What follows belongs to an exercise in optimizing a design on an open flow for small area and a short achievable clock period; a production flow would make more cautious choices.
The RTL was checked by simulation tests, not by an equivalence proof against the original design.
No activity file was given, so power comes from the tool's default toggle rates.

branch yarrow:
## xy_frame_sequencer
module xy_frame_sequencer
#(
   parameter int          DEPTH   = 64,
   parameter int          DWELL   = 2,
   parameter logic [15:0] TIMEOUT = 16'd50000
) (
   input  logic       clk,
   input  logic       reset,
   input  logic       enable,
   input  logic       step,
   input  logic       rx_valid,
   input  logic [7:0] rx_data,
   output logic [7:0] xdac,
   output logic [7:0] ydac,
   output logic       frame_start,
   output logic       loading,
   output logic       load_err
);
   logic       st_c_q, st_x_q, st_y_q, busy_q, err_q;
   logic [5:0] rem_q;           
   logic       last_q;          
   logic       fx_q;            
   logic [15:0] wd_q;           
   logic       hdr, cnt_ok, wr_en;
   logic       ld_done;
   logic [15:0] wdata;
   assign hdr     = (rx_data == dandy_pkg::HDR_BYTE);
   assign cnt_ok  = (rx_data != 8'd0) && (rx_data <= 8'd64);
   assign wr_en   = rx_valid && st_y_q;
   assign wdata   = {wd_q[15:8], rx_data};
   always_ff @(posedge clk)
      if (reset) begin
         st_c_q <= 1'b0;
         st_x_q <= 1'b0;
         st_y_q <= 1'b0;
         busy_q <= 1'b0;
         err_q  <= 1'b0;
      end else if (rx_valid) begin
         st_c_q <= !busy_q && hdr;
         st_x_q <= (st_c_q && cnt_ok) || (st_y_q && !last_q);
         st_y_q <= st_x_q;
         busy_q <= (!busy_q && hdr) || (st_c_q && cnt_ok) || st_x_q || (st_y_q && !last_q);
         if (st_c_q) err_q <= !cnt_ok;
      end
   always_ff @(posedge clk)
      if (rx_valid) begin
         if (st_c_q) begin
            rem_q  <= 6'(rx_data - 8'd1);
            last_q <= (rx_data == 8'd1);
            fx_q   <= 1'b1;
         end
         if (st_y_q) begin
            rem_q  <= rem_q - 6'd1;
            last_q <= (rem_q == 6'd1);
            fx_q   <= 1'b0;
         end
      end
   logic       one_q [2];
   logic [5:0] inc_q [2];
   logic       two   [2];
   logic [5:0] lidx  [2];       
   for (genvar b = 0; b < 2; b++) begin : g_shape
      assign two[b]  = !one_q[b] && (inc_q[b] == 6'd0);
      assign lidx[b] = one_q[b]    ? 6'd0 :
                       inc_q[b][5] ? {1'b1, inc_q[b][4:0]} : {1'b0, inc_q[b][4:0] + 5'd1};
  ...
Settings: LEC_CHECK=0, CAP_MARGIN=20, CORE_MARGIN=2, CORE_UTILIZATION=55, SLEW_MARGIN=20; clock period 9.0 ns.
standard.sh (not shown) runs the stock make flow with config.mk's settings and CLKGATE_MAP_FILE= SYNTH_SCRIPT=/design/flow/synth_recipe.tcl, a recipe that flattens the netlist after the stock synthesis.
==> flow/flow/run.sh <==
#!/bin/bash
# Standard ORFS layout (the standard.sh) with these changes:
#  - synthesis is the standard synthesis script, except that ABC maps the
#    logic with an area-oriented script (flow/area.abc); registers are not
#    touched by ABC, so they come out as in the standard synthesis;
#  - footprint matching off, so timing repair may resize the port buffers;
#  - port buffers start as buf_2 rather than a delay cell;
#  - setup repair aims at a tighter slack margin;
#  - CTS without dummy loads and with larger sink clusters.
set -euo pipefail
here=$(pwd)
export MY_ABC_SCRIPT=$here/flow/area.abc
{
  head -n 1 synth_recipe.tcl
  cat <<'TCL'
proc abc {args} {
  set i [lsearch -exact $args -script]
  if {$i >= 0} { lset args [expr {$i + 1}] $::env(MY_ABC_SCRIPT) }
  yosys abc {*}$args
}
TCL
  tail -n +2 synth_recipe.tcl
} > area_synth.tcl
bash standard.sh \
  SYNTH_SCRIPT=$here/area_synth.tcl \
  MATCH_CELL_FOOTPRINT=0 \
  SETUP_SLACK_MARGIN=6 \
  "BUFFER_PORTS_ARGS=-buffer_cell sky130_fd_sc_hd__buf_2" \
  "CTS_ARGS=-sink_clustering_enable -repair_clock_nets -sink_clustering_size 20 -sink_clustering_max_diameter 60 -buf_list sky130_fd_sc_hd__clkbuf_8 -dont_use_dummy_load" \
  finish > make_finish.log 2>&1
==> flow/flow/area.abc <==
strash
dch -f
amap
topo
branch yarrow completed end to end with timing, DRC and antenna clean.
#### Input delta (branch lagoon over branch yarrow)
# branch yarrow
export LEC_CHECK = 0
export CAP_MARGIN = 20
export CORE_MARGIN = 2
export CORE_UTILIZATION = 55
export SLEW_MARGIN = 20
create_clock -name core_clock -period 9.0 [get_ports {clk}]
# branch lagoon
export LEC_CHECK = 0
export CAP_MARGIN = 20
export CORE_MARGIN = 2
export CORE_UTILIZATION = 55
export SLEW_MARGIN = 20
export TNS_END_PERCENT = 5
create_clock -name core_clock -period 9.0 [get_ports {clk}]
-- flow/flow/run.sh --
<<< branch yarrow, line 27
  SETUP_SLACK_MARGIN=6 \
  "BUFFER_PORTS_ARGS=-buffer_cell sky130_fd_sc_hd__buf_2" \
  "CTS_ARGS=-sink_clustering_enable -repair_clock_nets -sink_clustering_size 20 -sink_clustering_max_diameter 60 -buf_list sky130_fd_sc_hd__clkbuf_8 -dont_use_dummy_load" \
  finish > make_finish.log 2>&1
>>> branch lagoon, line 27
  SETUP_SLACK_MARGIN=6 \
  "BUFFER_PORTS_ARGS=-buffer_cell sky130_fd_sc_hd__buf_2" \
  "CTS_ARGS=-sink_clustering_enable -repair_clock_nets -sink_clustering_size 30 -sink_clustering_max_diameter 80 -buf_list sky130_fd_sc_hd__clkbuf_16 -dont_use_dummy_load" \
  finish > make_finish.log 2>&1
Findings:
- Initial DRC count grows by a few percent when moving from branch yarrow to branch lagoon.
- On fraction of area in registers, branch lagoon and branch yarrow are basically level.
- Power: branch lagoon draws more than branch yarrow
- branch yarrow → branch lagoon: wire length of the first global-routing pass decreased by about 0.4% relative to the old numbers, fraction of area in multi-input gates closely matched the old numbers, maximum resistive drop on vdd decreased by 0.0063 mV relative to the old numbers.
- Of branch lagoon and branch yarrow, the higher global-route usage belongs to branch yarrow.

==> static timing again, ports no longer ideal <==
How much do the figures lean on ideal ports? The routed layouts below were timed once more, with nothing changed but the port constraints. Step 1: set_driving_cell puts a clkbuf_16 on clk and a buf_2 on each other input, an assumption about the parent block. Step 2, shift: input delay + t, output delay - t, t = (earliest + latest rising clock arrival at the registers) / 2. This alone moves slack from input paths to output paths. a / b / c = no drivers / after step 1 / after step 2; a / b = the first two.
run | t (ns) | slack for setup (ns) | worst setup path after step 2 | worst register clock-pin slew, ns | worst slew at a driven data input, ns
branch yarrow | 0.879 | 5.850 / 5.784 / 5.183 | input to register | 0.12 / 0.12 | 0.10
branch lagoon | 0.736 | 5.855 / 5.785 / 5.204 | input to register | 0.11 / 0.11 | 0.14
After both steps setup and hold are still met in every run listed. For branch yarrow, which loses most, drivers alone change the setup slack by -0.066 ns; drivers and shift together by -0.667 ns.
